From an optimization exercise on the open Yosys and OpenROAD flow, aimed at small area; shortcuts taken in it are not production practice.
Function was not checked in any run shown here: the RTL went through the layout flow alone.
Power figures rest on the tool's default switching activity, not on a simulated workload.

[flow/design.v]
module rv_ao22 (
    input  logic a1, a2, b1, b2,
    output logic x
);
    assign x = (a1 & a2) | (b1 & b2);
endmodule
module rv_aoi222 (
    input  logic a1, a2, b1, b2, c1, c2,
    output logic y
);
    assign y = ~((a1 & a2) | (b1 & b2) | (c1 & c2));
endmodule
module rv_nand2 (
    input  logic a, b,
    output logic y
);
    assign y = ~(a & b);
endmodule
module rv_nand4 (
    input  logic a, b, c, d,
    output logic y
);
    assign y = ~(a & b & c & d);
endmodule
module rv_nor2 (
    input  logic a, b,
    output logic y
);
    assign y = ~(a | b);
endmodule
module rv_nand3 (
    input  logic a, b, c,
    output logic y
);
    assign y = ~(a & b & c);
endmodule
module rv_rd_bit (
    input  logic [63:0] sel,
    input  logic [63:0] d,
    output logic        y
);
    logic [21:0] t;    
    logic [5:0]  u;    
    logic [2:0]  v;    
    for (genvar k = 0; k < 21; k++) begin : g_aoi
        rv_aoi222 u_aoi (
            .a1(sel[3*k]),   .a2(d[3*k]),
            .b1(sel[3*k+1]), .b2(d[3*k+1]),
            .c1(sel[3*k+2]), .c2(d[3*k+2]),
            .y(t[k])
        );
    end
    rv_nand2 u_last (.a(sel[63]), .b(d[63]), .y(t[21]));
    for (genvar k = 0; k < 5; k++) begin : g_or4
        rv_nand4 u_n4 (.a(t[4*k]), .b(t[4*k+1]), .c(t[4*k+2]), .d(t[4*k+3]), .y(u[k]));
    end
    rv_nand2 u_n2 (.a(t[20]), .b(t[21]), .y(u[5]));
    for (genvar k = 0; k < 3; k++) begin : g_nor
        rv_nor2 u_nor (.a(u[2*k]), .b(u[2*k+1]), .y(v[k]));
    end
    rv_nand3 u_out (.a(v[0]), .b(v[1]), .c(v[2]), .y(y));
endmodule
module rv_exec_mem_ctrl #(
    parameter int MEM_WORDS = 64
) (
    input  logic        clk,
    input  logic        rst_n,
    input  logic [6:0]  op,
    input  logic [2:0]  funct3,
    input  logic        funct7_5,
    input  logic [31:0] src_a,
    input  logic [31:0] rd2,
    input  logic [31:0] imm_ext,
    output logic        pc_src,
    output logic        result_src,
    output logic        mem_write,
    output logic        alu_src,
    output logic [1:0]  imm_src,
    output logic        reg_write,
    output logic [2:0]  alu_control,
    output logic [31:0] alu_result,
    output logic        zero,
    output logic [31:0] read_data,
    output logic [31:0] result
);
    logic        is_lw, is_sw, is_r, is_beq, is_i;
    logic        alu_op_10;
    logic [31:0] src_b, b_eff, sum;
    logic        sub;
    logic [5:0]  index;
    assign is_lw  = (op == 7'b0000011);
    assign is_sw  = (op == 7'b0100011);
    assign is_r   = (op == 7'b0110011);
    assign is_beq = (op == 7'b1100011);
    assign is_i   = (op == 7'b0010011);
    assign reg_write  = is_lw | is_r | is_i;
    assign imm_src    = {is_beq, is_sw};
    assign alu_src    = is_lw | is_sw | is_i;
    assign mem_write  = is_sw;
    assign result_src = is_lw;
    assign alu_op_10  = is_r | is_i;
    always_comb begin
        alu_control = 3'b000;
        if (is_beq) alu_control = 3'b001;
        else if (alu_op_10) begin
            case (funct3)
                3'b000:  alu_control = (op[5] & funct7_5) ? 3'b001 : 3'b000;
                3'b010:  alu_control = 3'b101;
                3'b110:  alu_control = 3'b011;
                3'b111:  alu_control = 3'b010;
                default: alu_control = 3'b000;
            endcase
        end
    end
    assign src_b = alu_src ? imm_ext : rd2;
    assign sub   = alu_control[0] & ~alu_control[1];
    assign b_eff = src_b ^ {32{sub}};
    assign sum   = src_a + b_eff + {31'd0, sub};
    always_comb begin
        case (alu_control)
            3'b010:  alu_result = src_a & src_b;
            3'b011:  alu_result = src_a | src_b;
            3'b101:  alu_result = {31'd0, (src_a[31] ^ src_b[31]) ? src_a[31] : sum[31]};
            default: alu_result = sum;
        endcase
    end
    assign zero  = (alu_result == 32'd0);
    assign index = alu_result[7:2];
    logic [7:0]           hi, lo;
    logic [MEM_WORDS-1:0] dec, we, we_n, sel;
    logic [MEM_WORDS-1:0] valid;
    always_comb begin
        for (int j = 0; j < 8; j++) begin
            hi[j] = (index[5:3] == 3'(j));
            lo[j] = (index[2:0] == 3'(j));
        end
        for (int i = 0; i < MEM_WORDS; i++) begin
            dec[i]  = hi[i / 8] & lo[i % 8];
            we[i]   = is_sw & dec[i];
            we_n[i] = ~we[i];
            sel[i]  = valid[i] & dec[i];
        end
    end
    always_ff @(posedge clk or negedge rst_n) begin
        if (!rst_n) valid <= '0;
        else        valid <= valid | we;
    end
    logic [MEM_WORDS-1:0][31:0] mem, mem_nxt;
    for (genvar w = 0; w < MEM_WORDS; w++) begin : g_word
        for (genvar b = 0; b < 32; b++) begin : g_bit
            rv_ao22 u_hold (
                .a1(we[w]),   .a2(rd2[b]),
                .b1(we_n[w]), .b2(mem[w][b]),
                .x(mem_nxt[w][b])
            );
        end
    end
    always_ff @(posedge clk) mem <= mem_nxt;
    for (genvar b = 0; b < 32; b++) begin : g_rd
        logic [MEM_WORDS-1:0] col;
        for (genvar w = 0; w < MEM_WORDS; w++) begin : g_col
            assign col[w] = mem[w][b];
        end
        rv_rd_bit u_rd (.sel(sel), .d(col), .y(read_data[b]));
    end
    assign result = is_lw ? read_data : alu_result;
    assign pc_src = is_beq & zero;
endmodule
[flow/run.sh]
#!/bin/bash
# synth_recipe.tcl (not shown) runs the flow's synth.tcl, then flattens the netlist and writes it again
# the make line also repeats each setting of config.mk as NAME=value (left out here)
make -C /OpenROAD-flow-scripts/flow DESIGN_CONFIG=/design/flow/config.mk WORK_HOME=/design/flow/orfs CLKGATE_MAP_FILE= SYNTH_SCRIPT=/design/flow/synth_recipe.tcl finish
[flow/config.mk]
export PLATFORM = sky130hd
export DESIGN_NAME = rv_exec_mem_ctrl
export DESIGN_NICKNAME = rv_exec_mem_ctrl
export VERILOG_FILES = /design/flow/design.v
export SDC_FILE = /design/flow/constraint.sdc
export NUM_CORES = 4
export LEC_CHECK = 0
export CAP_MARGIN = 20
export CORE_MARGIN = 2
export CORE_UTILIZATION = 60
export SETUP_SLACK_MARGIN = 0.1
export SLEW_MARGIN = 20
export SYNTH_HIERARCHICAL = 1
export SYNTH_MINIMUM_KEEP_SIZE = 0
[flow/constraint.sdc]
create_clock -name core_clock -period 13.0 [get_ports {clk}]
set_input_delay 2.6000 -clock core_clock [delete_from_list [all_inputs] [get_ports {clk}]]
set_output_delay 2.6000 -clock core_clock [all_outputs]
set_load 0.01 [all_outputs]
==> out/results.txt, run 1 <==
run status: finished clean
placed cell areas: 82,030 µm²
Yosys warning total: 7
worst path arrival time: 10.21 ns
antenna violations before repair: 20
CTS tree: yes
Setup crit start kind: primary input
cell leakage power: 35.50 nW
clock latency (worst-skew pair): 0.81 ns
commonest non-fill, non-tap cell in the layout: a22o_1
Core Box Area: 124,000 µm²
ratio of cells with drive above 1 in the final layout: 11.51%
total congestion overflow: 0
Setup crit end kind: output pin
dpl hpwl: 188,200 µm
Synth Instances: 6,193
full die area: 127,900 µm²
DR DRC count: 0
number of synthesized flops with an enable pin: 0
reg2reg start: valid[3]
leading post-synthesis cells by cell area: dfxtp_1 55%, a22o_1 24%, a222oi_1 9.0%
Syn Area/Cell: 12.11 µm²
final period utilization: 98.56%
synth unique cells: 91
largest area contributor in the netlist: dfxtp_1
initial core utilization: 60.52%
first-pass GRT wire length: 439,300 µm
total CTS buffers: 199
Total Wirelength: 306,000 µm
flops & latches, synth: 2,112
post-layout minimum cycle time: 12.81 ns
largest net degree at the start of global routing: 66
Final Non-Filler Cells: 8,734
DRT Pass-1 Iters: 10
DR WL/cell: 35.04 µm
post-synth top area share: 54.65%
Clock Path Buffers: 3
DRT iter0 DRCs: 12,835
routed via count: 67,755
ANT nets after route: 0
cell area after synthesis: 75,020 µm²
setup TNS: 0 ns
post-route cell area: 88,930 µm²
critical path peak fanout: 24
crit path kind: in -> out
crit path from: op[6]
Net Count, Synth: 6,336
MaxCap Viol Count: 0
I/O Buffers: 215
placed cell count: 8,366
endpoints failing setup: 0
gp weighted congestion: 1.004
Max Clk Rate: 78.05 MHz
Worst EP required: 10.40 ns
Final Max Slew Viols: 0
Slew HR: 19.13%
Die Wd: 357.6 µm
Worst-path clk slew: 0.06 ns
nets: 7,075
Layout area overhead: 18.53%
CTS Root Cell: clkbuf_16
register area share after synthesis: 56.78%
Setup Skew: 0 ns
async set or reset register ratio after synthesis: 3.030%
row count: 129
Fill cells: 8,929
# H-tree levels: 4
hold_sp: valid[45]
Final Hold Vio Count: 0
I/O pins: 216
Pwr Density: 150.9 nW/µm²
worst vdd ir: 0.0001614 V
Via density: 7.758
vias in the first global route: 63,186
Sink Count: 2,112
RSZ-0062 raised after global routing: false
hold_buf cts: 0
gr usage total: 45.98%
worst slew pin tran: 1.213 ns
Die Y-Extent: 357.6 µm
most frequent cells in the layout: 2,051 x a22o_1, 2,048 x dfxtp_1, 672 x a222oi_1
Primary FF master, synth: dfxtp_1
Min-Delay Path Class: reg -> reg
==> layout make-up <==
type,count,area [µm²],area share [%]
clock buffers,301,6047,6.800
well taps,1637,2048,2.303
inverters,106,400.4,0.4502
repair buffers,593,5184,5.829
diodes,7,17.52,0.01970
flip-flops and latches,2112,42600,47.91
multi-input cells,3920,31870,35.83
clock inverters,58,762.0,0.8569
==> synthesized netlist by cell type, drive strengths merged (12+ instances only) <==
library cell,count
and3,69
nand3,77
a21o,12
a22o,2051
buf,16
nand2,195
xor2,24
inv,105
nand4,173
a31oi,14
maj3,21
a21oi,58
a222oi,672
dfrtp,64
o21ai,56
dfxtp,2048
or2,17
clkbuf,39
xnor2,24
nor3,23
ha,33
nand2b,58
mux2i,16
nor2,197
==> metrics by stage <==
step | utilization (%) | hold WS (ns) | worst slack, ns | power (mW)
finish | 71.74 | 0.4586 | 0.1871 | 13.42
global route | 71.73 | 0.4652 | 0.09987 | 13.71
CTS | 71.67 | 0.4602 | 0.3262 | 13.38
detailed placement | 66.18 | 0.4440 | 0.3626 | 7.483
global placement | 66.15 | 0.4404 | 0.2786 | 7.477
floorplan | - | 0.4253 | 2.379 | 7.020
==> layer usage <==
metal	global-route usage, %	part of all wire [%]	vias up
li1	-	-	28028
met1	61.00	37	33318
met2	63.75	41	5449
met3	17.25	16	938
met4	27.05	6.7	22
met5	0	0.041	-
==> Yosys stat by module, one instance, submodules excluded, a selection <==
module,copies in the design,cells inside
rv_exec_mem_ctrl,1,3121
rv_nand4,160,1
rv_aoi222,672,1
rv_nand3,32,1
rv_nor2,96,1
rv_nand2,64,1
rv_ao22,2048,1
==> repair_timing <==
item / 4_1_cts / 5_1_grt
endpoints found under the setup margin: 0 / 25
buffers inserted: 0 / 0
resized for setup: 0 / 20
==> registers in the layout (all words and copies together) (netlist names) <==
name / count
mem: 2048
valid: 64
==> worst max-delay path, cell delays in order <==
cell             delay, ns
clkdlybuf4s50_1       0.54
or4b_1                0.57
o21ai_1               0.26
nand2_1               0.32
xnor2_1               0.32
ha_1                  0.30
a21oi_1               0.30
o21ai_1               0.22
o311ai_0              0.44
o211ai_2              0.22
nor2_4                0.32
nor3_2                0.19
buf_4                 0.20
and3_1                0.31
buf_4                 0.30
a222oi_1              0.65
nand4_1               0.42
nor2_2                0.39
nand3_1               0.16
buf_4                 0.20
nor2_1                0.37
nor2_1                0.10
clkdlybuf4s50_1       0.50
==> kinds of logic (layout without fill, tap and decap cells) <==
| group | after synthesis | after routing | share of synthesized area [%] |
|---|---|---|---|
| AO/OA/AOI/OAI | 2942 | 2942 | 34.80 |
| XOR/XNOR | 48 | 48 | 0.5604 |
| adder cells (fa/ha/maj) | 55 | 55 | 0.8589 |
| buffers and inverters | 161 | 1058 | 0.8555 |
| flip-flops | 2112 | 2112 | 56.78 |
| multiplexers | 23 | 23 | 0.3235 |
| other | 0 | 7 | 0 |
| AND/OR/NAND/NOR | 852 | 852 | 5.814 |
==> final timing paths <==
kind	end	slack [ns]	cells after the start
worst max-delay path	result[13]	0.19	23
min in group asynchronous	valid[51]	1.90	1
worst min-delay path	valid[45]	0.46	1
worst max register to register	valid[3]	12.21	1
max in group asynchronous	valid[47]	10.36	1
worst min register to register	valid[45]	0.46	1
==> power breakdown <==
part	internal [mW]	leakage [nW]	switching, mW
Clock	3.50	3.37	2.54
Combinational	0.277	14.7	0.519
Sequential	6.55	17.4	0.0421
Total	10.3	35.5	3.10
==> run 2, diff against run 1 <==
==> flow/design.v (replaced) <==
module rv_exec_mem_ctrl #(
    parameter int MEM_WORDS = 64
) (
    input  logic        clk,
    input  logic        rst_n,
    input  logic [6:0]  op,
    input  logic [2:0]  funct3,
    input  logic        funct7_5,
    input  logic [31:0] src_a,
    input  logic [31:0] rd2,
    input  logic [31:0] imm_ext,
    output logic        pc_src,
    output logic        result_src,
    output logic        mem_write,
    output logic        alu_src,
    output logic [1:0]  imm_src,
    output logic        reg_write,
    output logic [2:0]  alu_control,
    output logic [31:0] alu_result,
    output logic        zero,
    output logic [31:0] read_data,
    output logic [31:0] result
);
    localparam int AW = $clog2(MEM_WORDS);
    logic          is_lw, is_sw, is_r, is_beq, is_i;
    logic          alu_op_10;
    logic [31:0]   src_b, b_eff, sum;
    logic          sub;
    logic [AW-1:0] index;
    logic [31:0]   mem [MEM_WORDS];
    logic [MEM_WORDS-1:0] valid;
    logic [MEM_WORDS-1:0] sel;
    assign is_lw  = (op == 7'b0000011);
    assign is_sw  = (op == 7'b0100011);
    assign is_r   = (op == 7'b0110011);
    assign is_beq = (op == 7'b1100011);
    assign is_i   = (op == 7'b0010011);
    assign reg_write  = is_lw | is_r | is_i;
    assign imm_src    = {is_beq, is_sw};
    assign alu_src    = is_lw | is_sw | is_i;
    assign mem_write  = is_sw;
    assign result_src = is_lw;
    assign alu_op_10  = is_r | is_i;
    always_comb begin
        alu_control = 3'b000;
        if (is_beq) alu_control = 3'b001;
        else if (alu_op_10) begin
            case (funct3)
                3'b000:  alu_control = (op[5] & funct7_5) ? 3'b001 : 3'b000;
                3'b010:  alu_control = 3'b101;
                3'b110:  alu_control = 3'b011;
                3'b111:  alu_control = 3'b010;
                default: alu_control = 3'b000;
            endcase
        end
    end
    assign src_b = alu_src ? imm_ext : rd2;
    assign sub   = alu_control[0] & ~alu_control[1];
    assign b_eff = src_b ^ {32{sub}};
    assign sum   = src_a + b_eff + {31'd0, sub};
    always_comb begin
        case (alu_control)
            3'b010:  alu_result = src_a & src_b;
            3'b011:  alu_result = src_a | src_b;
            3'b101:  alu_result = {31'd0, (src_a[31] ^ src_b[31]) ? src_a[31] : sum[31]};
            default: alu_result = sum;
        endcase
    end
    assign zero  = (alu_result == 32'd0);
    assign index = alu_result[AW+1:2];
    always_ff @(posedge clk or negedge rst_n) begin
        if (!rst_n) valid <= '0;
        else if (is_sw) valid[index] <= 1'b1;
    end
    always_ff @(posedge clk) begin
        if (is_sw) mem[index] <= rd2;
    end
    always_comb begin
        for (int i = 0; i < MEM_WORDS; i++) sel[i] = valid[i] & (index == AW'(i));
    end
    always_comb begin
        read_data = '0;
        for (int i = 0; i < MEM_WORDS; i++) read_data = read_data | (mem[i] & {32{sel[i]}});
    end
    assign result = is_lw ? read_data : alu_result;
    assign pc_src = is_beq & zero;
endmodule
--- a/flow/config.mk
+++ b/flow/config.mk
@@ -7,8 +7,6 @@
 export LEC_CHECK = 0
 export CAP_MARGIN = 20
 export CORE_MARGIN = 2
-export CORE_UTILIZATION = 60
-export SETUP_SLACK_MARGIN = 0.1
+export CORE_UTILIZATION = 30
+export SETUP_SLACK_MARGIN = 0.5
 export SLEW_MARGIN = 20
-export SYNTH_HIERARCHICAL = 1
-export SYNTH_MINIMUM_KEEP_SIZE = 0
==> out/results.txt, run 2 <==
worst vdd ir: 0.0001415 V (-12%)
total CTS buffers: 215 (+8.0%)
Final Max Slew Viols: 0 (unchanged)
dpl hpwl: 315,700 µm (+68%)
worst slew pin tran: 1.327 ns (+0.1141 ns)
Yosys warning total: 1 (-6)
setup TNS: 0 ns (unchanged)
Primary FF master, synth: edfxtp_1
row count: 192 (+49%)
Worst EP required: 10.40 ns (about the same)
max FFs per register: 2,048 (unchanged)
Min-Delay Path Class: reg -> reg
leading post-synthesis cells by cell area: edfxtp_1 74%, a22oi_1 3.3%, dfrtp_1 1.9%
gr usage total: 32.41% (-14 points)
Synth Instances: 5,080 (-18%)
largest net degree at the start of global routing: 65 (-1.5%)
I/O Buffers: 215 (unchanged)
most frequent cells in the layout: 2,048 x edfxtp_1, 548 x buf_4, 356 x a22oi_1
async set or reset register ratio after synthesis: 3.030% (unchanged)
CTS Root Cell: clkbuf_16
DRT Pass-1 Iters: 7 (-3)
endpoints failing setup: 0 (unchanged)
ratio of cells with drive above 1 in the final layout: 20.10% (+8.6 points)
Setup crit start kind: primary input
Fill cells: 25,464 (+190%)
flops & latches, synth: 2,112 (unchanged)
Die Y-Extent: 529.1 µm (+48%)
number of synthesized flops with an enable pin: 2,048 (+2,048)
run status: finished clean
final period utilization: 97.96% (-0.60 points)
top cells by count, synth: 2,048 x edfxtp_1, 359 x a22oi_1, 269 x nand2_1
Net Count, Synth: 5,226 (-18%)
Largest regs: mem x2048, valid x64
commonest non-fill, non-tap cell in the layout: edfxtp_1
initial core utilization: 30.21% (-30 points)
largest area contributor in the netlist: edfxtp_1
final cell utilization of the core: 37.28% (-34 points)
Die Wd: 529.1 µm (+48%)
antenna violations before repair: 57 (+190%)
Total Wirelength: 465,400 µm (+52%)
DRT iter0 DRCs: 13,687 (+6.6%)
total congestion overflow: 0 (unchanged)
most used cell, CP: buf_4
I/O pins: 216 (unchanged)
Pwr Density: 158.7 nW/µm² (+5.1%)
CTS tree: yes
post-synth top area share: 74.34% (+20 points)
Sink Count: 2,112 (unchanged)
Slew HR: 10.59% (-8.5 points)
Setup crit end kind: output pin
gp weighted congestion: 1.064 (+6.0%)
clock latency (worst-skew pair): 0.88 ns (+0.07 ns)
hold_buf cts: 0 (unchanged)
Largest Register: mem
nets: 5,981 (-15%)
synth unique cells: 102 (+12%)
Fin Hold WS: 0.4679 ns (+0.009344 ns)
Final Hold Vio Count: 0 (unchanged)
ANT nets after route: 0 (unchanged)
RSZ-0062 raised after global routing: false
Slowest-stage cell, CP: a211oi_1
Setup WS pre-CTS: -0.4484 ns (-0.8110 ns)
Layout area overhead: 23.41%
Setup Skew: 0 ns (unchanged)
cell area after synthesis: 82,730 µm² (+10%)
Max Clk Rate: 78.53 MHz (+0.62%)
# H-tree levels: 4 (unchanged)
Worst-path clk slew: 0.06 ns (about the same)
critical path peak fanout: 21 (-13%)
register area share after synthesis: 76.28% (+19 points)
MaxCap Viol Count: 0 (unchanged)
Final WS setup: 0.2656 ns (+0.07851 ns)
cell leakage power: 32.73 nW (-7.8%)
routed via count: 62,369 (-7.9%)
Clock Path Buffers: 3 (unchanged)
DR DRC count: 0 (unchanged)
reg-to-reg slack, setup: 11.88 ns (-0.33 ns)
first-pass GRT wire length: 589,700 µm (+34%)
Core Box Area: 273,900 µm² (+120%)
vias in the first global route: 56,211 (-11%)
slowest cell delay on critical path: 0.87 ns (+0.22 ns)
post-layout minimum cycle time: 12.73 ns (-0.07851 ns)
Pwr Total: 16.20 mW (+21%)
DR WL/cell: 48.29 µm (+38%)
count leader, synth: edfxtp_1
Via density: 6.470 (-17%)
Syn Area/Cell: 16.28 µm² (+34%)
worst path arrival time: 10.13 ns (-0.08 ns)
crit path kind: in -> out
full die area: 280,000 µm² (+120%)
## run 2: repair_timing
action,in CTS,in global routing
setup endpoints to repair,53,44
gates resized for setup,34,50
hold endpoints to repair,0,0
setup buffers,1,15
pin swaps,7,17
## run 2: worst max-delay path, delay by kind of cell
family,cells,cell delay (ns)
AO/OA/AOI/OAI,5,1.95
XOR/XNOR,1,0.11
adder cells (fa/ha/maj),1,0.30
buffers and inverters,8,2.21
multiplexers,1,0.38
AND/OR/NAND/NOR,9,2.52
## run 2: final cells by class
class,count,area [µm²],area share [%]
Tap cell,3589,4491,4.398
Antenna cell,25,62.56,0.06128
Clock inverter,134,1603,1.570
Multi-Input combinational cell,2613,19460,19.07
Sequential cell,2112,63100,61.81
Clock buffer,273,5724,5.607
Timing Repair Buffer,823,7376,7.225
Inverter,70,272.8,0.2672
## run 2: path summary, 6_finish.rpt
kind,startpoint,to,cells after the start
worst min register to register,valid[58],valid[58],2
worst min-delay path,valid[58],valid[58],2
worst max-delay path,op[2],result[10],25
min in group asynchronous,rst_n,valid[20],1
worst max register to register,valid[38],valid[38],2
max in group asynchronous,rst_n,valid[7],2
## run 2: per-layer routing
metal  routed length, µm  share of wire (%)  up-vias  global-route usage, %
li1                    -                  -    22679                      -
met1              163000                 35    32008                  40.10
met2              186800                 40     6268                  44.93
met3               76160                 16     1390                  14.68
met4               39290                8.4       24                  22.07
met5                 180              0.039        -                      0
## run 2: kinds of logic after synthesis
logic type / after synthesis / synth area share [%]
xor+xnor: 59 / 0.6247
flops: 2112 / 76.28
compound gates: 1462 / 13.75
buf+inv: 355 / 1.748
mux: 56 / 0.7154
simple gates: 977 / 6.054
fa+ha+maj: 59 / 0.8349
## run 2: power breakdown
group	internal [mW]	total [mW]	leakage, nW	switching [mW]
clock network	3.72	6.54	3.55	2.81
registers	7.47	7.48	19.2	0.00875
logic	0.600	2.19	9.98	1.59
total	11.8	16.2	32.7	4.41
## run 2: per-stage QoR
| stage | instance area, µm² | std cells |
|---|---|---|
| 2_1_floorplan | 82730 | 5080 |
| 3_3_place_gp | 94010 | 9181 |
| 4_1_cts | 101700 | 9597 |
| 5_1_grt | 102000 | 9617 |
| 3_5_place_dp | 94190 | 9189 |
| 6_report | 102100 | 9639 |

==> port drivers added, routing unchanged <==
In the flow no input, the clock included, has a driving cell. The finished layouts below were timed again as built, in two steps. Step 1 assumes that a clkbuf_16 drives the clock port and a buf_2 every other input. Step 2, shift: input delay + t, output delay - t, t = (earliest + latest rising clock arrival at the registers) / 2. This alone moves slack from input paths to output paths. a / b / c = ideal / step 1 / step 2; a / b = the first two.
| run | t, ns | slack for setup (ns) | hold slack, ns |
|---|---|---|---|
| run 1 | 0.905 | 0.187 / 0.161 / 0.161 | 0.459 / 0.459 / 0.459 |
| run 2 | 0.956 | 0.266 / 0.237 / 0.237 | 0.468 / 0.468 / 0.468 |
After both steps every run listed still meets setup and hold. For run 2, which loses most, drivers alone change the setup slack by -0.029 ns; drivers and shift together by -0.029 ns.
